Context: an optimization exercise on an open-source flow, tuned for small area. The choices shown serve that exercise and are no tape-out recipe. At most, simulation tests tie the RTL to the original design; equivalence was not proved. No functional check of the RTL was part of runs 1 to 4.

==> flow/design.v <==
module mtmp_pow_calc (
  input  logic       clk,
  input  logic       rst_n,
  input  logic       in_vld,
  input  logic [9:0] imoy_i_j,
  input  logic [9:0] imoy_ii_jj,
  input  logic [9:0] divisor,
  input  logic [1:0] pow_sel,
  output logic       out_vld,
  output logic [8:0] mtmp,
  output logic       div0
);
  function automatic logic [8:0] sq(input logic [8:0] v);
    logic t1;
    logic t2;
    logic t3;
    logic t4;
    logic t5;
    logic t6;
    logic t7;
    logic t8;
    logic t9;
    logic t10;
    logic t11;
    logic t12;
    logic t13;
    logic t14;
    logic t15;
    logic t16;
    logic t17;
    logic t18;
    logic t19;
    logic t20;
    logic t21;
    logic t22;
    logic t23;
    logic t24;
    logic t25;
    logic t26;
    logic t27;
    logic t28;
    logic t29;
    logic t30;
    logic t31;
    logic t32;
    logic t33;
    logic t34;
    logic t35;
    logic t36;
    logic t37;
    logic t38;
    logic t39;
    logic t40;
    logic t41;
    logic t42;
    logic t43;
    logic t44;
    logic t45;
    logic t46;
    logic [17:0] ra, rb, p;
    logic c;
    t1 = (v[0] & v[6]) ^ (v[1] & v[5]);
    t2 = (v[0] & v[6]) & (v[1] & v[5]);
    t3 = (v[0] & v[7]) ^ (v[1] & v[6]);
    t4 = (v[0] & v[7]) & (v[1] & v[6]);
    t5 = (v[0] & v[8]) ^ (v[1] & v[7]) ^ (v[2] & v[6]);
    t6 = ((v[0] & v[8]) & (v[1] & v[7])) | ((v[0] & v[8]) & (v[2] & v[6])) | ((v[1] & v[7]) & (v[2] & v[6]));
    t7 = (v[1] & v[8]) ^ (v[2] & v[7]);
    t8 = (v[1] & v[8]) & (v[2] & v[7]);
    t9 = (v[2] & v[8]) ^ (v[3] & v[7]);
    t10 = (v[2] & v[8]) & (v[3] & v[7]);
    t11 = t1 ^ (v[2] & v[4]);
    t12 = t1 & (v[2] & v[4]);
    t13 = t2 ^ t3 ^ (v[2] & v[5]);
    t14 = (t2 & t3) | (t2 & (v[2] & v[5])) | (t3 & (v[2] & v[5]));
    t15 = t4 ^ t5 ^ (v[3] & v[5]);
    t16 = (t4 & t5) | (t4 & (v[3] & v[5])) | (t5 & (v[3] & v[5]));
    t17 = t6 ^ t7 ^ (v[3] & v[6]);
    t18 = (t6 & t7) | (t6 & (v[3] & v[6])) | (t7 & (v[3] & v[6]));
    t19 = t8 ^ t9 ^ (v[4] & v[6]);
    t20 = (t8 & t9) | (t8 & (v[4] & v[6])) | (t9 & (v[4] & v[6]));
    t21 = t10 ^ (v[3] & v[8]) ^ (v[4] & v[7]);
    t22 = (t10 & (v[3] & v[8])) | (t10 & (v[4] & v[7])) | ((v[3] & v[8]) & (v[4] & v[7]));
    t23 = (v[4] & v[8]) ^ (v[5] & v[7]);
    t24 = (v[4] & v[8]) & (v[5] & v[7]);
    t25 = (v[0] & v[4]) ^ (v[1] & v[3]);
    t26 = (v[0] & v[4]) & (v[1] & v[3]);
    t27 = (v[0] & v[5]) ^ (v[1] & v[4]) ^ (v[3] & ~v[2]);
    t28 = ((v[0] & v[5]) & (v[1] & v[4])) | ((v[0] & v[5]) & (v[3] & ~v[2])) | ((v[1] & v[4]) & (v[3] & ~v[2]));
    t29 = t11 ^ (v[2] & v[3]) ^ 1'b1;
    t30 = (t11 & (v[2] & v[3])) | (t11 & 1'b1) | ((v[2] & v[3]) & 1'b1);
    t31 = t12 ^ t13 ^ (v[4] & ~v[3]);
    t32 = (t12 & t13) | (t12 & (v[4] & ~v[3])) | (t13 & (v[4] & ~v[3]));
    t33 = t14 ^ t15 ^ (v[3] & v[4]);
    t34 = (t14 & t15) | (t14 & (v[3] & v[4])) | (t15 & (v[3] & v[4]));
    t35 = t16 ^ t17 ^ (v[5] & ~v[4]);
    t36 = (t16 & t17) | (t16 & (v[5] & ~v[4])) | (t17 & (v[5] & ~v[4]));
    t37 = t18 ^ t19 ^ (v[4] & v[5]);
    t38 = (t18 & t19) | (t18 & (v[4] & v[5])) | (t19 & (v[4] & v[5]));
    t39 = t20 ^ t21 ^ (v[6] & ~v[5]);
    t40 = (t20 & t21) | (t20 & (v[6] & ~v[5])) | (t21 & (v[6] & ~v[5]));
    t41 = t22 ^ t23 ^ (v[5] & v[6]);
    t42 = (t22 & t23) | (t22 & (v[5] & v[6])) | (t23 & (v[5] & v[6]));
    t43 = t24 ^ (v[5] & v[8]) ^ (v[7] & ~v[6]);
    t44 = (t24 & (v[5] & v[8])) | (t24 & (v[7] & ~v[6])) | ((v[5] & v[8]) & (v[7] & ~v[6]));
    t45 = (v[6] & v[8]) ^ (v[6] & v[7]);
    t46 = (v[6] & v[8]) & (v[6] & v[7]);
    ra = {(v[7] & v[8]), t46, t44, t42, t40, t38, t36, t34, t32, t30, t28, t26, t25, (v[0] & v[3]), (v[0] & v[2]), (v[1] & ~v[0]), 1'b0, v[0]};
    rb = {1'b0, (v[8] & ~v[7]), t45, t43, t41, t39, t37, t35, t33, t31, t29, t27, (v[1] & v[2]), (v[2] & ~v[1]), (v[0] & v[1]), 1'b0, 1'b0, 1'b0};
    p = ra + rb;
    sq = p[17] ? 9'h1ff : p[16:8];
  endfunction
  logic [10:0] dsub_s0;
  logic [9:0] d_s0;
  logic sat_s0;
  logic [11:0] sub8_s0;
  logic [9:0] r8_s0;
  logic q8_s0;
  logic [11:0] sub7_s0;
  logic q7_s0;
  logic [9:0] r7_s0;
  logic [9:0] dv_q_s1;
  logic [1:0] ps_q_s1;
  logic sat_q_s1;
  logic [9:0] r_q_s1;
  logic q8_q_s1;
  logic q7_q_s1;
  logic [11:0] sub6_s1;
  logic q6_s1;
  logic [9:0] r6_s1;
  logic [11:0] sub5_s1;
  logic q5_s1;
  logic [9:0] r5_s1;
  logic [11:0] sub4_s1;
  logic q4_s1;
  logic [9:0] r4_s1;
  logic [11:0] sub3_s1;
  logic q3_s1;
  logic [9:0] r3_s1;
  logic [9:0] dv_q_s2;
  logic [1:0] ps_q_s2;
  logic sat_q_s2;
  logic [9:0] r_q_s2;
  logic q8_q_s2;
  logic q7_q_s2;
  logic q6_q_s2;
  logic q5_q_s2;
  logic q4_q_s2;
  logic q3_q_s2;
  logic [11:0] sub2_s2;
  logic q2_s2;
  logic [9:0] r2_s2;
  logic [11:0] sub1_s2;
  logic q1_s2;
  logic [9:0] r1_s2;
  logic [11:0] sub0_s2;
  logic q0_s2;
  logic [8:0] x0_s2;
  logic z_s2;
  logic [8:0] x_q_s3;
  logic [1:0] ps_q_s3;
  logic z_q_s3;
  logic [8:0] x1_s3;
  logic [8:0] x2_s3;
  logic p3_s3;
  logic [8:0] x_q_s4;
  logic z_q_s4;
  logic p3_q_s4;
  logic [8:0] x3_s4;
  logic [3:0] vld_q;
  assign dsub_s0 = {1'b0, imoy_i_j} - {1'b0, imoy_ii_jj};
  assign d_s0 = dsub_s0[10] ? 10'd0 : dsub_s0[9:0];
  assign sat_s0 = {1'b0, d_s0} >= {divisor, 1'b0};
  assign sub8_s0 = {2'b0, d_s0} - {2'b0, divisor};
  assign q8_s0 = ~sub8_s0[11];
  assign r8_s0 = q8_s0 ? sub8_s0[9:0] : d_s0;
  assign sub7_s0 = {1'b0, r8_s0, 1'b0} - {2'b0, divisor};
  assign q7_s0 = ~sub7_s0[11];
  assign r7_s0 = q7_s0 ? sub7_s0[9:0] : {r8_s0[8:0], 1'b0};
  assign sub6_s1 = {1'b0, r_q_s1, 1'b0} - {2'b0, dv_q_s1};
  assign q6_s1 = ~sub6_s1[11];
  assign r6_s1 = q6_s1 ? sub6_s1[9:0] : {r_q_s1[8:0], 1'b0};
  assign sub5_s1 = {1'b0, r6_s1, 1'b0} - {2'b0, dv_q_s1};
  assign q5_s1 = ~sub5_s1[11];
  assign r5_s1 = q5_s1 ? sub5_s1[9:0] : {r6_s1[8:0], 1'b0};
  assign sub4_s1 = {1'b0, r5_s1, 1'b0} - {2'b0, dv_q_s1};
  assign q4_s1 = ~sub4_s1[11];
  assign r4_s1 = q4_s1 ? sub4_s1[9:0] : {r5_s1[8:0], 1'b0};
  assign sub3_s1 = {1'b0, r4_s1, 1'b0} - {2'b0, dv_q_s1};
  assign q3_s1 = ~sub3_s1[11];
  assign r3_s1 = q3_s1 ? sub3_s1[9:0] : {r4_s1[8:0], 1'b0};
  assign sub2_s2 = {1'b0, r_q_s2, 1'b0} - {2'b0, dv_q_s2};
  assign q2_s2 = ~sub2_s2[11];
  assign r2_s2 = q2_s2 ? sub2_s2[9:0] : {r_q_s2[8:0], 1'b0};
  assign sub1_s2 = {1'b0, r2_s2, 1'b0} - {2'b0, dv_q_s2};
  assign q1_s2 = ~sub1_s2[11];
  assign r1_s2 = q1_s2 ? sub1_s2[9:0] : {r2_s2[8:0], 1'b0};
  assign sub0_s2 = {1'b0, r1_s2, 1'b0} - {2'b0, dv_q_s2};
  assign q0_s2 = ~sub0_s2[11];
  assign x0_s2 = sat_q_s2 ? 9'h1ff : {q8_q_s2, q7_q_s2, q6_q_s2, q5_q_s2, q4_q_s2, q3_q_s2, q2_s2, q1_s2, q0_s2};
  assign z_s2 = dv_q_s2 == 10'd0;
  assign x1_s3 = (ps_q_s3 != 2'd0) ? sq(x_q_s3) : x_q_s3;
  assign x2_s3 = ps_q_s3[1] ? sq(x1_s3) : x1_s3;
  assign p3_s3 = &ps_q_s3;
  assign x3_s4 = p3_q_s4 ? sq(x_q_s4) : x_q_s4;
  always_ff @(posedge clk or negedge rst_n)
    if (!rst_n) vld_q <= '0;
    else vld_q <= {vld_q[2:0], in_vld};
  always_ff @(posedge clk) begin
    dv_q_s1 <= divisor;
    ps_q_s1 <= pow_sel;
    sat_q_s1 <= sat_s0;
    r_q_s1 <= r7_s0;
    q8_q_s1 <= q8_s0;
    q7_q_s1 <= q7_s0;
    dv_q_s2 <= dv_q_s1;
    ps_q_s2 <= ps_q_s1;
    sat_q_s2 <= sat_q_s1;
    r_q_s2 <= r3_s1;
    q8_q_s2 <= q8_q_s1;
    q7_q_s2 <= q7_q_s1;
    q6_q_s2 <= q6_s1;
    q5_q_s2 <= q5_s1;
    q4_q_s2 <= q4_s1;
    q3_q_s2 <= q3_s1;
    x_q_s3 <= x0_s2;
    ps_q_s3 <= ps_q_s2;
    z_q_s3 <= z_s2;
    x_q_s4 <= x2_s3;
    z_q_s4 <= z_q_s3;
    p3_q_s4 <= p3_s3;
  end
  assign out_vld = vld_q[3];
  assign mtmp    = x3_s4;
  assign div0    = z_q_s4;
endmodule
==> flow/run.sh <==
#!/bin/bash
# synth_recipe.tcl (not shown) runs the flow's synth.tcl, then flattens the netlist and writes it again
# the make line also repeats each setting of config.mk as NAME=value (left out here)
make -C /OpenROAD-flow-scripts/flow DESIGN_CONFIG=/design/flow/config.mk WORK_HOME=/design/flow/orfs CLKGATE_MAP_FILE= SYNTH_SCRIPT=/design/flow/synth_recipe.tcl finish
==> flow/config.mk <==
export PLATFORM = sky130hd
export DESIGN_NAME = mtmp_pow_calc
export DESIGN_NICKNAME = mtmp_pow_calc
export VERILOG_FILES = /design/flow/design.v
export SDC_FILE = /design/flow/constraint.sdc
export NUM_CORES = 4
export LEC_CHECK = 0
export CAP_MARGIN = 20
export CORE_MARGIN = 2
export CORE_UTILIZATION = 40
export SLEW_MARGIN = 20
==> flow/constraint.sdc <==
create_clock -name core_clock -period 7.0 [get_ports {clk}]
set_input_delay 1.4000 -clock core_clock [delete_from_list [all_inputs] [get_ports {clk}]]
set_output_delay 1.4000 -clock core_clock [all_outputs]
set_load 0.01 [all_outputs]
==> reports/metrics.yaml, run 1 <==
outcome:
  status: "complete, but fails checks"
  checkFailReasons: "setup timing"
route:
  viasPerCell: 5.16
  vias: 10222
  firstDrtPassIters: 5
  wl_per_cell_um: 14.8
  ant_nets: 0
  drc: 0
  drtIter0Drc: 464
  drt_wl_total_mm: 29.2
finish:
  nets: 1883
  syn_to_final_growth_pct: 41.0
  layout-drive-gt1-share_pct: 34.2
  diodes: 0
sta:
  setup_ws_ps: -75.0
  max-slew-margin-rel_pct: 60.8
  hold_viol_final: 0
  rsz0062_at_grt: "yes"
  drv_slew: 0
  fin_crit_sh_pct: 101
  hold_slack_ps: 325
  timing.setup.tns_ps: -421
  worst_slew_pin_slew_ps: 588
  min_period_ps: 7070
  clock_skew_ps: 7.90
  fmax_mhz: 141
  setup_violations: 7
floorplan:
  fp-row-count: 60
  die_w_um: 169
  die-area_um2: 28600
  initial_utilization_pct: 40.6
  die_height_um: 169
  coreArea_um2: 26900
  num_io_pins: 46
cts:
  clock_sinks: 81
  clk_pin_slew_ps: 70
  cts_buffers: 9
  cts-root-buf: "clkbuf_16"
  htreeDepth: 3
  cts_tree: "yes"
  clk-insertion-delay-late_ps: 360
  clock_path_buffers: 2
yosys:
  ys_ff_latch: 81
  syn_area_per_cell_um2: 8.30
  synth_cell_types: 85
  synth_flop_cell: "dfxtp_1"
  synth-edff-count: 0
  synth-xor-area-share_pct: 5.62
  yosysSeqAreaShare_pct: 15.1
  synth_top_family_by_area: "adder cells"
  syn_inst: 1314
  synth_compound_area_share_pct: 19.0
  synth_simple_gate_area_share_pct: 19.5
  synthAdderAreaFrac_pct: 27.8
  syn_area_um2: 10900
  syn_nets: 1563
  ys.warnings.count: 1
  synth_async_sr_flop_share_pct: 4.94
  synthMuxAreaShare_pct: 6.71
worst_setup_path:
  path_class: "reg2reg"
  reg2reg_slack_ps: -70
  end_kind: "register"
  critical_path.max_fanout: 8
  worst-path-buf-inv: 2
  cpLargestDelayFamily: "compound AO/OA/AOI/OAI gates"
  worst-endpoint-required_ps: 7240
  critPathLaunchType: "register"
  crit_arrival_ps: 7320
  slowest_stage: "mux2_4"
  crit_path_max_incr_delay_ps: 370
global_routing:
  antenna_found_initial: 0
  grt_max_degree: 18
  grt_pass1_wl_mm: 49.1
  grtUsageTotal_pct: 20.9
  gr-total-overflow: 0
  grt_pass1_vias: 10527
worst_hold_path:
  hp-class: "reg2reg"
run:
  maxCapViolations: 0
placement:
  portBuffers: 45
  place.gp.congestion: 0.868
  place_hpwl_mm: 22.8
[cells by family after synthesis]
| kind of cell | count (synthesis) |
|---|---|
| AOI/OAI and AO/OA | 297 |
| xor gates and xnor gates | 70 |
| adders and majority gates | 214 |
| buffers and inverters | 177 |
| DFF | 81 |
| muxes | 62 |
| and+or+nand+nor | 413 |
[layer usage]
layer	wire length [µm]	GRT usage [%]	up-vias	share of wire, %
met2	14900	39.2	105	51
li1	-	-	5255	-
met1	13100	25.2	4818	45
met5	0	0	-	0
met4	589	4.94	0	2.0
met3	599	2.55	44	2.1
[worst paths after layout]
path	from	to	cells after the start
max in group asynchronous	rst_n	vld_q[1]	1
worst max-delay path	dv_q_s1[2]	r_q_s2[7]	35
worst min-delay path	z_q_s3	z_q_s4	0
worst max register to register	dv_q_s1[2]	r_q_s2[7]	35
worst min register to register	z_q_s3	z_q_s4	0
min in group asynchronous	rst_n	vld_q[2]	1
[synthesized netlist by cell type (all sizes together), types with 5 or more instances]
cell type  count  area (µm²)
xor2          27         236
nor2         107         402
xnor2         43         377
or3           13        81.3
o22ai          5        31.3
nand3         21         110
a21o          33         250
nand2         66         248
inv          146         548
clkbuf        27         111
o211ai         9        72.6
a211oi         7        52.6
o221ai         5        43.8
nand4          9        56.3
o21bai         7        52.6
a31oi          8        50.1
and3           8        51.3
mux2i         12         124
dfxtp         77        1540
nand2b        16         100
nor3          39         195
o21ai         53         269
a2bb2oi        6        52.6
nor2b         38         245
mux2          50         608
o21a          30         225
o22a           9        78.8
fa            47         941
a21oi         65         325
and2          67         422
ha           167        2090
o31ai          5        51.3
a21boi         9        67.6
or2           15        93.8
[repair_timing]
item,CTS,global route
pin swaps,53,65
setup buffers,49,19
setup endpoints to repair,31,39
gates resized for setup,82,107
hold buffers,0,0
gates cloned,2,0
[area by class of cell]
cell class | count | area, µm²
timing repair buffer | 338 | 2700
clock buffer | 10 | 239
multi-input combinational | 1057 | 9710
clock inverter | 6 | 75.1
sequential | 81 | 1660
tap | 341 | 427
fill | 2404 | 11500
inverter | 147 | 567
[registers in the layout (all words and copies together), names as in the netlist, 2 cells and up]
signal / count
dv_q_s2: 10
vld_q: 4
ps_q_s3: 2
x_q_s3: 9
dv_q_s1: 10
x_q_s4: 9
ps_q_s1: 2
r_q_s2: 10
r_q_s1: 10
ps_q_s2: 2
[layout by cell type, fill, tap and decap left out, drive strengths merged, types with 21 or more instances in the layout]
cell type / count
clkdlybuf4s50: 39
fa: 47
nand2: 66
ha: 167
nor3: 39
and2: 67
nor2b: 38
buf: 294
a21oi: 65
nor2: 107
dfxtp: 77
o21a: 30
mux2: 51
a21o: 33
o21ai: 53
inv: 148
xnor2: 43
nand3: 21
xor2: 27
[worst reg2reg max path: cells and delay by family, from the launching register on]
| family | cells | cell delay, ps |
|---|---|---|
| compound gates | 18 | 2970 |
| mux | 4 | 1390 |
| simple gates | 7 | 1110 |
| fa+ha+maj | 4 | 1020 |
| flops | 1 | 340 |
| buf+inv | 2 | 120 |
[through the flow]
step,instances,util (%),setup slack (ps),cell area [µm²]
3_3_place_gp,1899,51.1,-535,13700
4_1_cts,1965,55.0,-83.2,14800
3_5_place_dp,1899,51.1,-659,13700
6_report,1980,57.2,-75.0,15400
2_1_floorplan,1314,-,-115,11300
5_1_grt,1980,57.2,-275,15400
==> run 2, diff against run 1 <==
--- a/flow/design.v
+++ b/flow/design.v
@@ -134,9 +134,6 @@
   logic [11:0] sub4_s1;
   logic q4_s1;
   logic [9:0] r4_s1;
-  logic [11:0] sub3_s1;
-  logic q3_s1;
-  logic [9:0] r3_s1;
   logic [9:0] dv_q_s2;
   logic [1:0] ps_q_s2;
   logic sat_q_s2;
@@ -146,28 +143,42 @@
   logic q6_q_s2;
   logic q5_q_s2;
   logic q4_q_s2;
-  logic q3_q_s2;
+  logic [11:0] sub3_s2;
+  logic q3_s2;
+  logic [9:0] r3_s2;
   logic [11:0] sub2_s2;
   logic q2_s2;
   logic [9:0] r2_s2;
   logic [11:0] sub1_s2;
   logic q1_s2;
   logic [9:0] r1_s2;
-  logic [11:0] sub0_s2;
-  logic q0_s2;
-  logic [8:0] x0_s2;
-  logic z_s2;
-  logic [8:0] x_q_s3;
+  logic [9:0] dv_q_s3;
   logic [1:0] ps_q_s3;
-  logic z_q_s3;
+  logic sat_q_s3;
+  logic [9:0] r_q_s3;
+  logic q8_q_s3;
+  logic q7_q_s3;
+  logic q6_q_s3;
+  logic q5_q_s3;
+  logic q4_q_s3;
+  logic q3_q_s3;
+  logic q2_q_s3;
+  logic q1_q_s3;
+  logic [11:0] sub0_s3;
+  logic q0_s3;
+  logic [8:0] x0_s3;
+  logic z_s3;
   logic [8:0] x1_s3;
-  logic [8:0] x2_s3;
-  logic p3_s3;
   logic [8:0] x_q_s4;
+  logic [1:0] ps_q_s4;
   logic z_q_s4;
-  logic p3_q_s4;
-  logic [8:0] x3_s4;
-  logic [3:0] vld_q;
+  logic [8:0] x2_s4;
+  logic p3_s4;
+  logic [8:0] x_q_s5;
+  logic z_q_s5;
+  logic p3_q_s5;
+  logic [8:0] x3_s5;
+  logic [4:0] vld_q;
   assign dsub_s0 = {1'b0, imoy_i_j} - {1'b0, imoy_ii_jj};
   assign d_s0 = dsub_s0[10] ? 10'd0 : dsub_s0[9:0];
   assign sat_s0 = {1'b0, d_s0} >= {divisor, 1'b0};
@@ -186,26 +197,26 @@
   assign sub4_s1 = {1'b0, r5_s1, 1'b0} - {2'b0, dv_q_s1};
   assign q4_s1 = ~sub4_s1[11];
   assign r4_s1 = q4_s1 ? sub4_s1[9:0] : {r5_s1[8:0], 1'b0};
-  assign sub3_s1 = {1'b0, r4_s1, 1'b0} - {2'b0, dv_q_s1};
-  assign q3_s1 = ~sub3_s1[11];
-  assign r3_s1 = q3_s1 ? sub3_s1[9:0] : {r4_s1[8:0], 1'b0};
-  assign sub2_s2 = {1'b0, r_q_s2, 1'b0} - {2'b0, dv_q_s2};
+  assign sub3_s2 = {1'b0, r_q_s2, 1'b0} - {2'b0, dv_q_s2};
+  assign q3_s2 = ~sub3_s2[11];
+  assign r3_s2 = q3_s2 ? sub3_s2[9:0] : {r_q_s2[8:0], 1'b0};
+  assign sub2_s2 = {1'b0, r3_s2, 1'b0} - {2'b0, dv_q_s2};
   assign q2_s2 = ~sub2_s2[11];
-  assign r2_s2 = q2_s2 ? sub2_s2[9:0] : {r_q_s2[8:0], 1'b0};
+  assign r2_s2 = q2_s2 ? sub2_s2[9:0] : {r3_s2[8:0], 1'b0};
   assign sub1_s2 = {1'b0, r2_s2, 1'b0} - {2'b0, dv_q_s2};
   assign q1_s2 = ~sub1_s2[11];
   assign r1_s2 = q1_s2 ? sub1_s2[9:0] : {r2_s2[8:0], 1'b0};
-  assign sub0_s2 = {1'b0, r1_s2, 1'b0} - {2'b0, dv_q_s2};
-  assign q0_s2 = ~sub0_s2[11];
-  assign x0_s2 = sat_q_s2 ? 9'h1ff : {q8_q_s2, q7_q_s2, q6_q_s2, q5_q_s2, q4_q_s2, q3_q_s2, q2_s2, q1_s2, q0_s2};
-  assign z_s2 = dv_q_s2 == 10'd0;
-  assign x1_s3 = (ps_q_s3 != 2'd0) ? sq(x_q_s3) : x_q_s3;
-  assign x2_s3 = ps_q_s3[1] ? sq(x1_s3) : x1_s3;
-  assign p3_s3 = &ps_q_s3;
-  assign x3_s4 = p3_q_s4 ? sq(x_q_s4) : x_q_s4;
+  assign sub0_s3 = {1'b0, r_q_s3, 1'b0} - {2'b0, dv_q_s3};
+  assign q0_s3 = ~sub0_s3[11];
+  assign x0_s3 = sat_q_s3 ? 9'h1ff : {q8_q_s3, q7_q_s3, q6_q_s3, q5_q_s3, q4_q_s3, q3_q_s3, q2_q_s3, q1_q_s3, q0_s3};
+  assign z_s3 = dv_q_s3 == 10'd0;
+  assign x1_s3 = (ps_q_s3 != 2'd0) ? sq(x0_s3) : x0_s3;
+  assign x2_s4 = ps_q_s4[1] ? sq(x_q_s4) : x_q_s4;
+  assign p3_s4 = &ps_q_s4;
+  assign x3_s5 = p3_q_s5 ? sq(x_q_s5) : x_q_s5;
   always_ff @(posedge clk or negedge rst_n)
     if (!rst_n) vld_q <= '0;
-    else vld_q <= {vld_q[2:0], in_vld};
+    else vld_q <= {vld_q[3:0], in_vld};
   always_ff @(posedge clk) begin
     dv_q_s1 <= divisor;
     ps_q_s1 <= pow_sel;
@@ -216,21 +227,32 @@
     dv_q_s2 <= dv_q_s1;
     ps_q_s2 <= ps_q_s1;
     sat_q_s2 <= sat_q_s1;
-    r_q_s2 <= r3_s1;
+    r_q_s2 <= r4_s1;
     q8_q_s2 <= q8_q_s1;
     q7_q_s2 <= q7_q_s1;
     q6_q_s2 <= q6_s1;
     q5_q_s2 <= q5_s1;
     q4_q_s2 <= q4_s1;
-    q3_q_s2 <= q3_s1;
-    x_q_s3 <= x0_s2;
+    dv_q_s3 <= dv_q_s2;
     ps_q_s3 <= ps_q_s2;
-    z_q_s3 <= z_s2;
-    x_q_s4 <= x2_s3;
-    z_q_s4 <= z_q_s3;
-    p3_q_s4 <= p3_s3;
+    sat_q_s3 <= sat_q_s2;
+    r_q_s3 <= r1_s2;
+    q8_q_s3 <= q8_q_s2;
+    q7_q_s3 <= q7_q_s2;
+    q6_q_s3 <= q6_q_s2;
+    q5_q_s3 <= q5_q_s2;
+    q4_q_s3 <= q4_q_s2;
+    q3_q_s3 <= q3_s2;
+    q2_q_s3 <= q2_s2;
+    q1_q_s3 <= q1_s2;
+    x_q_s4 <= x1_s3;
+    ps_q_s4 <= ps_q_s3;
+    z_q_s4 <= z_s3;
+    x_q_s5 <= x2_s4;
+    z_q_s5 <= z_q_s4;
+    p3_q_s5 <= p3_s4;
   end
-  assign out_vld = vld_q[3];
-  assign mtmp    = x3_s4;
-  assign div0    = z_q_s4;
+  assign out_vld = vld_q[4];
+  assign mtmp    = x3_s5;
+  assign div0    = z_q_s5;
 endmodule
==> run 2 against run 1 <==
Effect of this change:
- still fails the layout checks on setup timing
- sequential cell count rose by 31
- area after synthesis increased by 2.9%
- global-route usage is 3.3 points lower
- final cell count down 8.2%
- first-iteration DRC count fell by 11%
- critical endpoint is now r_q_s1[4]
- critical path depth unchanged
==> reports/metrics.yaml, run 2 <==
outcome:
  status: "complete, but fails checks"
  checkFailReasons: "setup timing"
cts:
  clk-insertion-delay-late_ps: 350  # about the same
  cts-root-buf: "clkbuf_16"
  clock_sinks: 112  # +38%
  cts_tree: "yes"
  clk_pin_slew_ps: 70  # about the same
  cts_buffers: 9  # unchanged
  clock_path_buffers: 2  # unchanged
  htreeDepth: 3  # unchanged
  postCtsHoldBufs: 0  # unchanged
yosys:
  yosys-top-cells-count: "ha_1, inv_1, dfxtp_1"
  syn_area_um2: 11200  # +2.9%
  ys.warnings.count: 1  # unchanged
  ys_ff_latch: 112  # +38%
  synth-edff-count: 0  # unchanged
  yosysSeqAreaShare_pct: 20.2  # +5.1 points
  netlist.area_leader.share_pct: 19.1  # -0.077 points
  synth.most_common_cell: "ha_1"
  synth_flop_cell: "dfxtp_1"
  synth_cell_types: 81  # -4.7%
  synth.area.top_cells: "dfxtp_1, ha_1, fa_1"
  syn_inst: 1299  # -1.1%
  synth_async_sr_flop_share_pct: 4.46  # -0.47 points
  syn_area_per_cell_um2: 8.64  # +4.1%
  syn_nets: 1548  # -0.96%
  yosys.area.top_type: "dfxtp_1"
run:
  maxCapViolations: 0  # unchanged
sta:
  min_period_ps: 7030  # -45.1 ps
  hold_viol_final: 0  # unchanged
  hold_slack_ps: 328  # +3.70 ps
  setup_ws_ps: -29.9  # +45.1 ps
  drv_slew: 0  # unchanged
  fin_crit_sh_pct: 100  # -0.64 points
  rsz0062_at_grt: "yes"
  setup_violations: 3  # -4
  fmax_mhz: 142  # +0.64%
  max-slew-margin-rel_pct: 56.1  # -4.6 points
  worst_slew_pin_slew_ps: 658  # +70.3 ps
  clock_skew_ps: 13.5  # +5.62 ps
placement:
  portBuffers: 45  # unchanged
  place_hpwl_mm: 19.8  # -13%
  post_dp_cell_area_um2: 12500  # -8.9%
  place.gp.congestion: 0.856  # -1.4%
  place_ws_ps: -672  # -12.3 ps
global_routing:
  grt_pass1_wl_mm: 42.3  # -14%
  gr-total-overflow: 0  # unchanged
  grtUsageTotal_pct: 17.5  # -3.3 points
  antenna_found_initial: 0  # unchanged
  grt_max_degree: 39  # +21
  grt_pass1_vias: 9151  # -13%
floorplan:
  die_w_um: 171  # +1.4%
  die_height_um: 171  # +1.4%
  initial_utilization_pct: 40.5  # -0.063 points
  coreArea_um2: 27700  # +3.1%
  num_io_pins: 46  # unchanged
  die-area_um2: 29400  # +2.9%
  fp-row-count: 61  # +1.7%
worst_setup_path:
  crit_arrival_ps: 7270  # -50 ps
  worst-endpoint-required_ps: 7240  # about the same
  path_class: "in2reg"
  end_kind: "register"
  slowest_stage: "fa_2"
  crit_path_frequent_cell: "inv_2"
  critical_path.max_fanout: 5  # -3
  crit_path_max_incr_delay_ps: 380  # about the same
  cpLargestDelayFamily: "compound AO/OA/AOI/OAI gates"
  critPathLaunchType: "primary input"
  worst-path-buf-inv: 7  # +5
finish:
  final_area_um2: 13400  # -13%
  layout-drive-gt1-share_pct: 15.1  # -19 points
  fin_util_pct: 48.4  # -8.8 points
  diodes: 0  # unchanged
  final_cell_mix: "ha_1, inv_1, buf_4, dfxtp_1, nor2_1"
  n_fill_cell: 2658  # +11%
  syn_to_final_growth_pct: 19.6
  nets: 1683  # -11%
  mostFrequentLayoutCell: "ha_1"
route:
  drtIter0Drc: 415  # -11%
  drc: 0  # unchanged
  viasPerCell: 5.15  # -0.22%
  firstDrtPassIters: 5  # unchanged
  wl_per_cell_um: 13.8  # -6.8%
  drt_wl_total_mm: 25.0  # -14%
  ant_nets: 0  # unchanged
  vias: 9360  # -8.4%
worst_hold_path:
  hp-class: "reg2reg"
==> run 2: cell count changes in the layout (fill, tap and decap cells not counted), sizes merged, moves of 6 or more <==
cell and change:
buf -172, dfxtp +30, a21o +26, inv -18, a21oi +14, nor3 -13, nand2 -12, or2 -12
mux2 -7, mux2i -7, o22a +7, o211ai -6, o21a -6, xnor2 +6
==> run 2: what timing repair did <==
action / in CTS / in global routing
setup buffers: 47 / 9
endpoints found under the hold margin: 0 / 0
pin swaps: 8 / 20
gates cloned: 1 / 0
resized for setup: 17 / 37
setup endpoints to repair: 10 / 21
==> run 2: path summary, 6_finish.rpt <==
path | startpoint | endpoint | slack (ps) | cells past startpoint
max | imoy_i_j[0] | r_q_s1[4] | -30 | 35
min | q6_q_s2 | q6_q_s3 | 330 | 0
max reg2reg | dv_q_s2[1] | r_q_s3[1] | 530 | 27
min reg2reg | q6_q_s2 | q6_q_s3 | 330 | 0
max in group asynchronous | rst_n | vld_q[2] | 5560 | 1
min in group asynchronous | rst_n | vld_q[1] | 1250 | 1
==> run 2: through the flow <==
step	setup TNS [ps]	cells
after floorplan	0	1299
after global placement	-5340	1745
after detailed placement	-6520	1745
after CTS	0	1809
after global routing	-2550	1817
final	-63.2	1817
==> run 2: cell type report <==
type	count	area (µm²)	area share [%]
Timing Repair Buffer	166	1380	10.3
Sequential cell	112	2270	16.9
Inverter	129	487	3.63
Clock inverter	4	53.8	0.401
Clock buffer	12	236	1.76
Timing Repair inverter	1	7.51	0.0559
Tap cell	378	473	3.52
Multi-Input combinational cell	1015	8510	63.4
==> run 2: cells by family (layout without fill, tap and decap cells) <==
group                    Yosys count  in the layout  share of synthesized area [%]
AO/OA/AOI/OAI                    310            310                           19.1
AND/OR/NAND/NOR                  363            363                           16.5
buffers and inverters            172            312                           6.02
adder cells (fa/ha/maj)          214            214                           27.0
multiplexers                      49             49                           4.96
XOR/XNOR                          79             79                           6.17
flip-flops                       112            112                           20.2
==> run 2: routing by layer <==
layer	part of all wire, %	global-route usage (%)
met5	0	0
met4	2.1	5.27
met3	2.0	2.12
met2	48	30.4
met1	48	22.8
==> run 3, diff against run 2 <==
==> flow/config.mk (replaced) <==
export PLATFORM = sky130hd
export DESIGN_NAME = mtmp_pow_calc
export DESIGN_NICKNAME = mtmp_pow_calc
export VERILOG_FILES = /design/flow/design.v
export SDC_FILE = /design/flow/constraint.sdc
export NUM_CORES = 4
export LEC_CHECK = 0
export ABC_AREA = 1
export CAP_MARGIN = 5
export CORE_MARGIN = 2
export CORE_UTILIZATION = 60
export GPL_TIMING_DRIVEN = 0
export SLEW_MARGIN = 5
==> run 3 against run 2 <==
Effect of this change:
- the run now finishes clean
- final cell count increased by 18%
- critical path depth decreased by 4
- synthesized cell count increased by 40%
- global-route usage increased by 8.8 points
- fmax increased by 8.3%
- wire length increased by 10%
- register-to-register slack improved by 1400 ps
- die area decreased by 25%
- clock skew decreased by 5.9 ps
==> reports/metrics.yaml, run 3 <==
outcome:
  status: "complete, no violations"
cts:
  cts_tree: "yes"
  clock_path_buffers: 2  # unchanged
  cts-resized-gates: 0  # -17
  clk_pin_slew_ps: 70  # about the same
  post_cts.repair.setup_buffers: 0  # -100%
  cts_buffers: 9  # unchanged
  clock_sinks: 112  # unchanged
  clk-insertion-delay-late_ps: 360  # about the same
  cts-root-buf: "clkbuf_16"
  htreeDepth: 3  # unchanged
  postCtsHoldBufs: 0  # unchanged
worst_setup_path:
  crit_path_max_incr_delay_ps: 460  # +80 ps
  end_kind: "register"
  critPathLaunchType: "primary input"
  slowest_stage: "clkdlybuf4s50_1"
  crit_path_frequent_cell: "nand2_1"
  crit_arrival_ps: 6740  # -530 ps
  worst-endpoint-required_ps: 7240  # about the same
  path_class: "in2reg"
  critical_path.max_fanout: 10  # +5
yosys:
  synth_cell_types: 53  # -35%
  ys.warnings.count: 1  # unchanged
  synth.area.top_cells: "dfxtp_1, ha_1, nand2_1"
  syn_inst: 1822  # +40%
  synth-edff-count: 0  # unchanged
  syn_nets: 2071  # +34%
  synth_async_sr_flop_share_pct: 4.46  # unchanged
  yosys.area.top_type: "dfxtp_1"
  synth_flop_cell: "dfxtp_1"
  netlist.area_leader.share_pct: 17.1  # -2.0 points
  yosysSeqAreaShare_pct: 18.1  # -2.1 points
  syn_area_per_cell_um2: 6.88  # -20%
  syn_area_um2: 12500  # +12%
  ys_ff_latch: 112  # unchanged
  synth.most_common_cell: "nand2_1"
  yosys-top-cells-count: "nand2_1, inv_1, ha_1"
sta:
  min_period_ps: 6490  # -539 ps
  clock_skew_ps: 7.67  # -5.85 ps
  timing.setup.tns_ps: 0  # +63.2 ps
  setup_violations: 0  # -3
  max-slew-margin-rel_pct: 57.4  # +1.3 points
  hold_viol_final: 0  # unchanged
  rsz0062_at_grt: "no"
  fin_crit_sh_pct: 92.7  # -7.7 points
  drv_slew: 0  # unchanged
  hold_slack_ps: 327  # -1.74 ps
  worst_slew_pin_slew_ps: 636  # -22.0 ps
  fmax_mhz: 154  # +8.3%
floorplan:
  coreArea_um2: 20400  # -26%
  num_io_pins: 46  # unchanged
  initial_utilization_pct: 61.6  # +21 points
  die_height_um: 149  # -13%
  die_w_um: 149  # -13%
  die-area_um2: 22100  # -25%
  fp-row-count: 52  # -15%
finish:
  fin_util_pct: 67.1  # +19 points
  finalNonFillerCells: 2152  # +18%
  syn_to_final_growth_pct: 8.96
  layout-drive-gt1-share_pct: 7.07  # -8.0 points
  final_cell_mix: "nand2_1, inv_1, ha_1, nor2_1, a21oi_1"
  nets: 2127  # +26%
  final_area_um2: 13700  # +1.8%
  mostFrequentLayoutCell: "nand2_1"
  diodes: 0  # unchanged
  n_fill_cell: 1944  # -27%
route:
  drtIter0Drc: 450  # +8.4%
  drt_wl_total_mm: 27.5  # +10%
  viasPerCell: 5.22  # +1.3%
  wl_per_cell_um: 12.8  # -7.0%
  drc: 0  # unchanged
  vias: 11232  # +20%
  firstDrtPassIters: 5  # unchanged
  ant_nets: 0  # unchanged
global_routing:
  grt_pass1_vias: 10800  # +18%
  grt_pass1_wl_mm: 48.3  # +14%
  gr-total-overflow: 0  # unchanged
  grt_max_degree: 21  # -46%
  grtUsageTotal_pct: 26.3  # +8.8 points
  antenna_found_initial: 0  # unchanged
placement:
  portBuffers: 45  # unchanged
  place_hpwl_mm: 23.2  # +17%
  place.gp.congestion: 0.954  # +11%
  post_dp_cell_area_um2: 13300  # +6.5%
  dp.cells: 2137  # +22%
run:
  maxCapViolations: 0  # unchanged
worst_hold_path:
  hp-class: "reg2reg"
-- run 3: cell types whose count changed after synthesis, sizes merged, moves of 36 or more --
cell,change
nor2b,-36
nand3,+101
mux2,-44
inv,+206
and2,-68
nand2,+429
a21oi,+46
a21o,-50
-- run 3: kinds of logic after synthesis --
family                   Yosys count  share of synthesized area [%]
flip-flops                       112                           18.1
AO/OA/AOI/OAI                    244                           11.6
XOR/XNOR                          70                           4.95
buffers and inverters            370                           12.1
AND/OR/NAND/NOR                  812                           29.1
adder cells (fa/ha/maj)          214                           24.2
-- run 3: layer usage --
metal / share of wire (%) / global-route usage, % / up-vias
li1: - / - / 5903
met1: 46 / 33.5 / 5102
met2: 49 / 47.2 / 191
met3: 3.2 / 2.85 / 36
met4: 1.9 / 7.38 / 0
met5: 0 / 0 / -
-- run 3: final timing paths --
check                              startpoint         to  slack [ps]  depth (start not counted)
worst min register to register         z_q_s4     z_q_s5         330                          0
worst max-delay path            imoy_ii_jj[0]  r_q_s1[9]         510                         31
worst max register to register     dv_q_s2[7]  r_q_s3[8]        1930                         32
worst min-delay path                   z_q_s4     z_q_s5         330                          0
min in group asynchronous               rst_n   vld_q[4]        1250                          1
max in group asynchronous               rst_n   vld_q[1]        5570                          1
-- run 3: stage by stage --
step                      worst slack [ps]
after floorplan                       1320
after global placement                 243
after detailed placement               195
after CTS                              557
after global routing                  30.4
final                                  509
-- run 3: area by class of cell --
class                      instances  area (µm²)  share of cell area (%)
timing repair buffer              45         450                    3.30
inverter                         335        1260                    9.26
buffer                            35         251                    1.84
sequential                       112        2270                    16.6
clock buffer                       9         225                    1.65
multi-input combinational       1340        8750                    64.1
tap                              270         338                    2.47
clock inverter                     6         110                   0.806
-- run 3: critical path: cells and delay by family --
family	cells	cell delay [ps]
AND/OR/NAND/NOR	13	1450
buffers and inverters	7	1230
adder cells (fa/ha/maj)	4	1330
AO/OA/AOI/OAI	7	1340
==> run 4, diff against run 3 <==
--- a/flow/config.mk
+++ b/flow/config.mk
@@ -5,7 +5,6 @@
 export SDC_FILE = /design/flow/constraint.sdc
 export NUM_CORES = 4
 export LEC_CHECK = 0
-export ABC_AREA = 1
 export CAP_MARGIN = 5
 export CORE_MARGIN = 2
 export CORE_UTILIZATION = 60
==> run 4 against run 3 <==
Effect of this change:
- now fails the layout checks on setup timing
- final cell count is 24% lower
- global-route usage down 0.74 points
- via count is 18% lower
- area after synthesis shrank 10%
- clock-buffer cell count unchanged
- synthesized cell count fell by 29%
- worst setup slack got worse by 530 ps
- critical path depth grew 4
- core utilization is 2.9 points higher
- critical path type unchanged
- largest cell class unchanged
- highest routed layer unchanged
==> reports/metrics.yaml, run 4 <==
route:
  wl_per_cell_um: 15.2  # +19%
  drt_wl_total_mm: 24.8  # -9.7%
  viasPerCell: 5.64  # +8.0%
  ant_nets: 0  # unchanged
  drtIter0Drc: 392  # -13%
  firstDrtPassIters: 5  # unchanged
  vias: 9233  # -18%
  drc: 0  # unchanged
yosys:
  synth_cell_types: 81  # +53%
  syn_area_per_cell_um2: 8.64  # +26%
  synth_flop_cell: "dfxtp_1"
  synth_async_sr_flop_share_pct: 4.46  # unchanged
  netlist.area_leader.share_pct: 19.1  # +2.0 points
  syn_area_um2: 11200  # -10%
  yosysSeqAreaShare_pct: 20.2  # +2.1 points
  yosys.area.top_type: "dfxtp_1"
  synth.most_common_cell: "ha_1"
  ys.warnings.count: 1  # unchanged
  synth-edff-count: 0  # unchanged
  syn_nets: 1548  # -25%
  syn_inst: 1299  # -29%
  ys_ff_latch: 112  # unchanged
  synth.area.top_cells: "dfxtp_1, ha_1, fa_1"
  yosys-top-cells-count: "ha_1, inv_1, dfxtp_1"
placement:
  post_dp_cell_area_um2: 12000  # -9.8%
  place_hpwl_mm: 19.2  # -17%
  place.gp.congestion: 0.894  # -6.2%
  portBuffers: 45  # unchanged
  dp.cells: 1578  # -26%
cts:
  cts_tree: "yes"
  cts-root-buf: "clkbuf_16"
  clk-insertion-delay-late_ps: 360  # about the same
  clk_pin_slew_ps: 70  # about the same
  cts_buffers: 9  # unchanged
  clock_path_buffers: 2  # unchanged
  clock_sinks: 112  # unchanged
  htreeDepth: 3  # unchanged
worst_setup_path:
  critPathLaunchType: "primary input"
  path_class: "in2reg"
  worst-endpoint-required_ps: 7240  # about the same
  crit_path_max_incr_delay_ps: 360  # -100 ps
  slowest_stage: "fa_2"
  end_kind: "register"
  critical_path.max_fanout: 5  # -5
  crit_arrival_ps: 7260  # +520 ps
sta:
  hold_viol_final: 0  # unchanged
  worst_slew_pin_slew_ps: 672  # +35.6 ps
  min_period_ps: 7020  # +532 ps
  timing.setup.tns_ps: -41.6  # -41.6 ps
  setup_violations: 3  # +3
  hold_slack_ps: 329  # +2.46 ps
  fin_crit_sh_pct: 100  # +7.6 points
  setup_ws_ps: -23.1  # -532 ps
  max-slew-margin-rel_pct: 54.8  # -2.6 points
  clock_skew_ps: 9.04  # +1.37 ps
  fmax_mhz: 142  # -7.6%
  drv_slew: 0  # unchanged
  rsz0062_at_grt: "yes"
floorplan:
  die_w_um: 141  # -5.2%
  die_height_um: 141  # -5.2%
  coreArea_um2: 18500  # -9.1%
  initial_utilization_pct: 60.6  # -0.96 points
  num_io_pins: 46  # unchanged
  fp-row-count: 50  # -3.8%
  die-area_um2: 19800  # -10%
finish:
  nets: 1647  # -23%
  layout-drive-gt1-share_pct: 11.5  # +4.5 points
  mostFrequentLayoutCell: "ha_1"
  finalNonFillerCells: 1638  # -24%
  final_cell_mix: "ha_1, inv_1, dfxtp_1, nor2_1, a21oi_1"
  syn_to_final_growth_pct: 15.4
  final_area_um2: 13000  # -5.2%
global_routing:
  grtUsageTotal_pct: 25.6  # -0.74 points
  grt_pass1_vias: 8838  # -18%
  grt_max_degree: 23  # +9.5%
  gr-total-overflow: 0  # unchanged
  antenna_found_initial: 1  # +1
  grt_pass1_wl_mm: 42.0  # -13%
outcome:
  status: "complete, but fails checks"
  checkFailReasons: "setup timing"
run:
  maxCapViolations: 0  # unchanged
worst_hold_path:
  hp-class: "reg2reg"
==> run 4: cell types whose count changed in the layout (fill, tap and decap cells not counted), moves of 18 or more <==
cell | previous run | this run
and2_1 | 0 | 68
nor3_1 | 8 | 26
a21oi_1 | 119 | 74
nand4_1 | 29 | 7
nand3_1 | 96 | 17
a21o_1 | 9 | 59
nor2_1 | 136 | 102
nand2_2 | 26 | 1
nor2b_1 | 0 | 33
buf_4 | 0 | 44
nand2_1 | 456 | 53
inv_1 | 329 | 121
mux2_2 | 0 | 23
==> run 4: layer usage <==
layer  GRT usage, %  share of wire, %  vias to the layer above
met2           41.2                45                      150
met1           36.9                51                     4333
met4           4.84               1.5                        0
li1               -                 -                     4720
met3           3.80               3.2                       30
met5              0                 0                        -
==> run 4: path summary, 6_finish.rpt <==
check / from / end / slack, ps / cells after the start
worst min register to register: q8_q_s2 / q8_q_s3 / 330 / 0
worst max-delay path: imoy_i_j[0] / r_q_s1[7] / -20 / 35
min in group asynchronous: rst_n / vld_q[4] / 1250 / 1
worst max register to register: dv_q_s2[1] / r_q_s3[2] / 360 / 28
worst min-delay path: q8_q_s2 / q8_q_s3 / 330 / 0
max in group asynchronous: rst_n / vld_q[1] / 5560 / 1
==> run 4: cell families after synthesis <==
family,synth area share (%)
simple gates,16.5
compound gates,19.1
fa+ha+maj,27.0
buf+inv,6.02
flops,20.2
xor+xnor,6.17
mux,4.96
==> run 4: metrics by stage <==
step,utilization (%),setup WS [ps]
detailed placement,64.9,-1210
floorplan,-,3.81
CTS,68.7,-36.0
finish,69.9,-23.1
global placement,64.9,-1260
global route,69.9,-282
==> run 4: final cells by class <==
class / instances / area [µm²]
fill: 1555 / 5570
tap: 234 / 293
inverter: 129 / 494
sequential: 112 / 2270
multi-input combinational: 1015 / 8560
clock buffer: 9 / 225
timing repair inverter: 1 / 7.51
buffer: 41 / 203
clock inverter: 7 / 106
antenna: 1 / 2.50
timing repair buffer: 89 / 795
==> run 4: worst max-delay path: cells and delay by family <==
kind / cells / cell delay [ps]
compound gates: 12 / 2170
fa+ha+maj: 5 / 1230
simple gates: 9 / 1160
mux: 2 / 660
buf+inv: 7 / 630
==> run 4: repair_timing <==
| action | CTS | global route |
|---|---|---|
| resized for setup | 55 | 32 |
| setup buffers | 29 | 18 |
| gates cloned | 1 | 0 |
| hold buffers | 0 | 0 |
| pin swaps | 20 | 24 |
| endpoints found under the setup margin | 27 | 39 |
==> run 5, diff against run 4 <==
--- a/flow/design.v
+++ b/flow/design.v
@@ -108,12 +108,117 @@
     ra = {(v[7] & v[8]), t46, t44, t42, t40, t38, t36, t34, t32, t30, t28, t26, t25, (v[0] & v[3]), (v[0] & v[2]), (v[1] & ~v[0]), 1'b0, v[0]};
     rb = {1'b0, (v[8] & ~v[7]), t45, t43, t41, t39, t37, t35, t33, t31, t29, t27, (v[1] & v[2]), (v[2] & ~v[1]), (v[0] & v[1]), 1'b0, 1'b0, 1'b0};
     p = ra + rb;
-    sq = p[17] ? 9'h1ff : p[16:8];
+    sq = (v >= 9'd362) ? 9'h1ff : p[16:8];
+  endfunction
+  function automatic logic [8:0] sq_r(input logic [8:0] v);
+    logic t1;
+    logic t2;
+    logic t3;
+    logic t4;
+    logic t5;
+    logic t6;
+    logic t7;
+    logic t8;
+    logic t9;
+    logic t10;
+    logic t11;
+    logic t12;
+    logic t13;
+    logic t14;
+    logic t15;
+    logic t16;
+    logic t17;
+    logic t18;
+    logic t19;
+    logic t20;
+    logic t21;
+    logic t22;
+    logic t23;
+    logic t24;
+    logic t25;
+    logic t26;
+    logic t27;
+    logic t28;
+    logic t29;
+    logic t30;
+    logic t31;
+    logic t32;
+    logic t33;
+    logic t34;
+    logic t35;
+    logic t36;
+    logic t37;
+    logic t38;
+    logic t39;
+    logic t40;
+    logic t41;
+    logic t42;
+    logic t43;
+    logic t44;
+    logic t45;
+    logic t46;
+    logic [17:0] ra, rb, p;
+    logic c;
+    t1 = (v[0] & v[6]) ^ (v[1] & v[5]);
+    t2 = (v[0] & v[6]) & (v[1] & v[5]);
+    t3 = (v[0] & v[7]) ^ (v[1] & v[6]);
+    t4 = (v[0] & v[7]) & (v[1] & v[6]);
+    t5 = (v[0] & v[8]) ^ (v[1] & v[7]) ^ (v[2] & v[6]);
+    t6 = ((v[0] & v[8]) & (v[1] & v[7])) | ((v[0] & v[8]) & (v[2] & v[6])) | ((v[1] & v[7]) & (v[2] & v[6]));
+    t7 = (v[1] & v[8]) ^ (v[2] & v[7]);
+    t8 = (v[1] & v[8]) & (v[2] & v[7]);
+    t9 = (v[2] & v[8]) ^ (v[3] & v[7]);
+    t10 = (v[2] & v[8]) & (v[3] & v[7]);
+    t11 = t1 ^ (v[2] & v[4]);
+    t12 = t1 & (v[2] & v[4]);
+    t13 = t2 ^ t3 ^ (v[2] & v[5]);
+    t14 = (t2 & t3) | (t2 & (v[2] & v[5])) | (t3 & (v[2] & v[5]));
+    t15 = t4 ^ t5 ^ (v[3] & v[5]);
+    t16 = (t4 & t5) | (t4 & (v[3] & v[5])) | (t5 & (v[3] & v[5]));
+    t17 = t6 ^ t7 ^ (v[3] & v[6]);
+    t18 = (t6 & t7) | (t6 & (v[3] & v[6])) | (t7 & (v[3] & v[6]));
+    t19 = t8 ^ t9 ^ (v[4] & v[6]);
+    t20 = (t8 & t9) | (t8 & (v[4] & v[6])) | (t9 & (v[4] & v[6]));
+    t21 = t10 ^ (v[3] & v[8]) ^ (v[4] & v[7]);
+    t22 = (t10 & (v[3] & v[8])) | (t10 & (v[4] & v[7])) | ((v[3] & v[8]) & (v[4] & v[7]));
+    t23 = (v[4] & v[8]) ^ (v[5] & v[7]);
+    t24 = (v[4] & v[8]) & (v[5] & v[7]);
+    t25 = (v[0] & v[4]) ^ (v[1] & v[3]);
+    t26 = (v[0] & v[4]) & (v[1] & v[3]);
+    t27 = (v[0] & v[5]) ^ (v[1] & v[4]) ^ (v[3] & ~v[2]);
+    t28 = ((v[0] & v[5]) & (v[1] & v[4])) | ((v[0] & v[5]) & (v[3] & ~v[2])) | ((v[1] & v[4]) & (v[3] & ~v[2]));
+    t29 = t11 ^ (v[2] & v[3]) ^ 1'b1;
+    t30 = (t11 & (v[2] & v[3])) | (t11 & 1'b1) | ((v[2] & v[3]) & 1'b1);
+    t31 = t12 ^ t13 ^ (v[4] & ~v[3]);
+    t32 = (t12 & t13) | (t12 & (v[4] & ~v[3])) | (t13 & (v[4] & ~v[3]));
+    t33 = t14 ^ t15 ^ (v[3] & v[4]);
+    t34 = (t14 & t15) | (t14 & (v[3] & v[4])) | (t15 & (v[3] & v[4]));
+    t35 = t16 ^ t17 ^ (v[5] & ~v[4]);
+    t36 = (t16 & t17) | (t16 & (v[5] & ~v[4])) | (t17 & (v[5] & ~v[4]));
+    t37 = t18 ^ t19 ^ (v[4] & v[5]);
+    t38 = (t18 & t19) | (t18 & (v[4] & v[5])) | (t19 & (v[4] & v[5]));
+    t39 = t20 ^ t21 ^ (v[6] & ~v[5]);
+    t40 = (t20 & t21) | (t20 & (v[6] & ~v[5])) | (t21 & (v[6] & ~v[5]));
+    t41 = t22 ^ t23 ^ (v[5] & v[6]);
+    t42 = (t22 & t23) | (t22 & (v[5] & v[6])) | (t23 & (v[5] & v[6]));
+    t43 = t24 ^ (v[5] & v[8]) ^ (v[7] & ~v[6]);
+    t44 = (t24 & (v[5] & v[8])) | (t24 & (v[7] & ~v[6])) | ((v[5] & v[8]) & (v[7] & ~v[6]));
+    t45 = (v[6] & v[8]) ^ (v[6] & v[7]);
+    t46 = (v[6] & v[8]) & (v[6] & v[7]);
+    ra = {(v[7] & v[8]), t46, t44, t42, t40, t38, t36, t34, t32, t30, t28, t26, t25, (v[0] & v[3]), (v[0] & v[2]), (v[1] & ~v[0]), 1'b0, v[0]};
+    rb = {1'b0, (v[8] & ~v[7]), t45, t43, t41, t39, t37, t35, t33, t31, t29, t27, (v[1] & v[2]), (v[2] & ~v[1]), (v[0] & v[1]), 1'b0, 1'b0, 1'b0};
+    c = 1'b0;
+    for (int i = 0; i < 18; i++) begin
+      p[i] = ra[i] ^ rb[i] ^ c;
+      c = (ra[i] & rb[i]) | (ra[i] & c) | (rb[i] & c);
+    end
+    sq_r = (v >= 9'd362) ? 9'h1ff : p[16:8];
   endfunction
   logic [10:0] dsub_s0;
+  logic [11:0] sub8_s0;
+  logic [12:0] ssat_s0;
   logic [9:0] d_s0;
   logic sat_s0;
-  logic [11:0] sub8_s0;
   logic [9:0] r8_s0;
   logic q8_s0;
   logic [11:0] sub7_s0;
@@ -180,9 +285,10 @@
   logic [8:0] x3_s5;
   logic [4:0] vld_q;
   assign dsub_s0 = {1'b0, imoy_i_j} - {1'b0, imoy_ii_jj};
+  assign sub8_s0 = {2'b0, imoy_i_j} - {2'b0, imoy_ii_jj} - {2'b0, divisor};
+  assign ssat_s0 = {3'b0, imoy_i_j} - {3'b0, imoy_ii_jj} - {2'b0, divisor, 1'b0};
   assign d_s0 = dsub_s0[10] ? 10'd0 : dsub_s0[9:0];
-  assign sat_s0 = {1'b0, d_s0} >= {divisor, 1'b0};
-  assign sub8_s0 = {2'b0, d_s0} - {2'b0, divisor};
+  assign sat_s0 = ~ssat_s0[12] | (divisor == 10'd0);
   assign q8_s0 = ~sub8_s0[11];
   assign r8_s0 = q8_s0 ? sub8_s0[9:0] : d_s0;
   assign sub7_s0 = {1'b0, r8_s0, 1'b0} - {2'b0, divisor};
@@ -211,7 +317,7 @@
   assign x0_s3 = sat_q_s3 ? 9'h1ff : {q8_q_s3, q7_q_s3, q6_q_s3, q5_q_s3, q4_q_s3, q3_q_s3, q2_q_s3, q1_q_s3, q0_s3};
   assign z_s3 = dv_q_s3 == 10'd0;
   assign x1_s3 = (ps_q_s3 != 2'd0) ? sq(x0_s3) : x0_s3;
-  assign x2_s4 = ps_q_s4[1] ? sq(x_q_s4) : x_q_s4;
+  assign x2_s4 = ps_q_s4[1] ? sq_r(x_q_s4) : x_q_s4;
   assign p3_s4 = &ps_q_s4;
   assign x3_s5 = p3_q_s5 ? sq(x_q_s5) : x_q_s5;
   always_ff @(posedge clk or negedge rst_n)
==> run 5 against run 4 <==
Effect of this change:
- the run now finishes clean
- wire length is 15% lower
- die area is 6.2% lower
- sequential share of layout area is 1.9 points higher
- synthesized cell count is 6.7% lower
- worst setup slack better by 320 ps
- final cell count is 8.1% lower
- fmax is 4.8% higher
- critical path depth is 8 lower
- sequential cell count stayed put
- area after synthesis is 6.3% lower
- highest routed layer unchanged
==> reports/metrics.yaml, run 5 <==
sta:
  fin_crit_sh_pct: 95.7  # -4.6 points
  setup_violations: 0  # -3
  min_period_ps: 6700  # -321 ps
  setup_ws_ps: 298  # +321 ps
  drv_slew: 0  # unchanged
  fmax_mhz: 149  # +4.8%
  max-slew-margin-rel_pct: 46.5  # -8.3 points
  timing.setup.tns_ps: 0  # +41.6 ps
  hold_viol_final: 0  # unchanged
  clock_skew_ps: 6.69  # -2.34 ps
  worst_slew_pin_slew_ps: 800  # +128 ps
finish:
  syn_to_final_growth_pct: 11.4
  mostFrequentLayoutCell: "ha_1"
  nets: 1518  # -7.8%
  ff_latch_area_um2: 2270  # unchanged
  diodes: 0  # -1
  multiInputGateArea_um2: 7730  # -9.7%
  final_cell_mix: "ha_1, inv_1, dfxtp_1, nor2_1, a21oi_1"
  n_fill_cell: 1508  # -3.0%
  layout-drive-gt1-share_pct: 6.25  # -5.3 points
placement:
  place.gp.congestion: 0.846  # -5.3%
  portBuffers: 45  # unchanged
  place_hpwl_mm: 17.3  # -10%
  place_ws_ps: -1060  # +150 ps
yosys:
  synth_async_sr_flop_share_pct: 4.46  # unchanged
  yosys.area.top_type: "dfxtp_1"
  yosysSeqAreaShare_pct: 21.6  # +1.4 points
  netlist.area_leader.share_pct: 20.4  # +1.3 points
  syn_nets: 1453  # -6.1%
  syn_area_per_cell_um2: 8.67  # +0.38%
  ys_ff_latch: 112  # unchanged
  synth_flop_cell: "dfxtp_1"
  synth-edff-count: 0  # unchanged
  synth_cell_types: 66  # -19%
  synth.most_common_cell: "ha_1"
  synth.area.top_cells: "dfxtp_1, ha_1, fa_1"
  ys.warnings.count: 1  # unchanged
  syn_inst: 1212  # -6.7%
  syn_area_um2: 10500  # -6.3%
  yosys-top-cells-count: "ha_1, inv_1, dfxtp_1"
route:
  drt_wl_total_mm: 21.2  # -15%
  firstDrtPassIters: 4  # -1
  ant_nets: 0  # unchanged
  viasPerCell: 5.51  # -2.2%
  drc: 0  # unchanged
  wl_per_cell_um: 14.1  # -7.1%
  drtIter0Drc: 313  # -20%
  vias: 8297  # -10%
worst_setup_path:
  r2r-end: "r_q_s3[7]"
  r2r-start: "dv_q_s2[1]"
  rr_worst_depth: 25  # -11%
  worst-endpoint-required_ps: 7240  # about the same
  path_class: "in2reg"
  critical_path.max_fanout: 10  # +5
  crit_arrival_ps: 6940  # -320 ps
  end_kind: "register"
  critPathLaunchType: "primary input"
  reg2reg_slack_ps: 520  # +160 ps
cts:
  cts_buffers: 9  # unchanged
  clock_sinks: 112  # unchanged
  clk-insertion-delay-late_ps: 360  # about the same
  cts_tree: "yes"
  htreeDepth: 3  # unchanged
  cts-root-buf: "clkbuf_16"
  clk_pin_slew_ps: 70  # about the same
  clock_path_buffers: 2  # unchanged
floorplan:
  die_w_um: 136  # -3.1%
  die_height_um: 136  # -3.1%
  coreArea_um2: 17200  # -6.9%
  fp-row-count: 48  # -4.0%
  num_io_pins: 46  # unchanged
  initial_utilization_pct: 61.0  # +0.37 points
  die-area_um2: 18600  # -6.2%
worst_hold_path:
  hold_end: "q7_q_s2"
  hold_depth: 0  # unchanged
  hold_start: "q7_q_s1"
  hp-class: "reg2reg"
outcome:
  status: "complete, no violations"
global_routing:
  gr-total-overflow: 0  # unchanged
  grt_max_degree: 18  # -22%
  antenna_found_initial: 0  # -1
  grt_pass1_vias: 8237  # -6.8%
  grt_pass1_wl_mm: 36.7  # -13%
  grtUsageTotal_pct: 24.3  # -1.3 points
run:
  maxCapViolations: 0  # unchanged
[run 5: through the flow]
step | hold WS [ps] | utilization [%] | cells | cell area (µm²)
final | 327 | 67.9 | 1505 | 11700
after global routing | 336 | 67.9 | 1505 | 11700
after CTS | 328 | 67.2 | 1498 | 11600
after detailed placement | 312 | 65.2 | 1482 | 11200
after global placement | 310 | 65.2 | 1482 | 11200
after floorplan | 310 | - | 1212 | 10500
[run 5: kinds of logic after synthesis]
group | Yosys count | synth area share, %
AOI/OAI and AO/OA | 280 | 17.5
xor gates and xnor gates | 82 | 6.83
adders and majority gates | 208 | 28.6
buffers and inverters | 163 | 5.89
DFF | 112 | 21.6
muxes | 40 | 4.29
and+or+nand+nor | 327 | 15.3
[run 5: worst max-delay path by stage]
stage,startpoint,endpoint,depth (start not counted)
2_1_floorplan,imoy_i_j[0],r_q_s1[2],27
3_5_place_dp,imoy_ii_jj[0],r_q_s1[2],27
4_1_cts,imoy_ii_jj[0],r_q_s1[7],29
5_1_grt,imoy_i_j[0],r_q_s1[3],28
3_3_place_gp,imoy_ii_jj[0],r_q_s1[2],27
6_report,imoy_ii_jj[0],r_q_s1[7],27
[run 5: timing repair]
action,CTS,global route
hold buffers,0,0
setup buffers,2,7
gates resized for setup,9,18
gates cloned,0,0
pin swaps,1,7
setup endpoints to repair,19,33
[run 5: area by class of cell]
cell class	instances	area share, %
buffer	36	1.33
timing repair buffer	54	4.43
tap	225	2.41
clock inverter	3	0.374
sequential	112	19.4
inverter	127	4.07
clock buffer	11	1.99
multi-input combinational	937	66.0
[run 5: layer usage]
| metal | GRT usage [%] | share of wire [%] | up-vias |
|---|---|---|---|
| li1 | - | - | 4272 |
| met5 | 0 | 0 | - |
| met4 | 7.87 | 1.9 | 0 |
| met1 | 30.8 | 47 | 3869 |
| met2 | 43.1 | 49 | 128 |
| met3 | 2.57 | 2.6 | 28 |
[run 5: worst max-delay path: stages]
cell	delay [ps]
clkdlybuf4s50_1	450
ha_1	160
inv_1	50
fa_1	400
a21o_1	190
a21oi_2	160
o21ai_1	120
o41ai_2	400
xnor2_1	170
ha_1	350
nand2_1	110
o31ai_4	350
a21oi_4	120
buf_4	200
a211o_1	290
inv_1	60
ha_1	210
nor2b_1	130
o21ai_1	140
nand2b_1	120
a31oi_4	190
a21oi_2	100
a211o_1	320
a21oi_1	140
o31ai_1	120
buf_4	200
mux2_2	280

## static timing again, ports no longer ideal
The flow's constraints put no driver on any port. The routed layouts listed below were extracted and timed again, unchanged, in two steps.
Step 1, drivers: a clkbuf_16 drives clk and a buf_2 each remaining input, both assumed.
Step 2, shift: input delay + t, output delay - t, t = (earliest + latest rising clock arrival at the registers) / 2. This alone moves slack from input paths to output paths.
a / b / c = ideal ports / drivers / drivers and shift; a / b = the first two.
run | t, ns | slack for setup (ns) | worst slew at a driven data input, ns
run 1 | 0.403 | -0.075 / -0.075 / -0.294 | 0.05
run 2 | 0.390 | -0.030 / -0.018 / -0.407 | 0.04
run 3 | 0.403 | 0.509 / 0.525 / 0.122 | 0.04
run 4 | 0.397 | -0.023 / -0.021 / -0.418 | 0.05
run 5 | 0.399 | 0.298 / 0.324 / -0.075 | 0.03
With both steps, setup timing fails in run 5, where it was met with ideal ports. The setup slack of run 4, which loses most, moves by +0.002 ns with the drivers and by -0.395 ns with both steps.
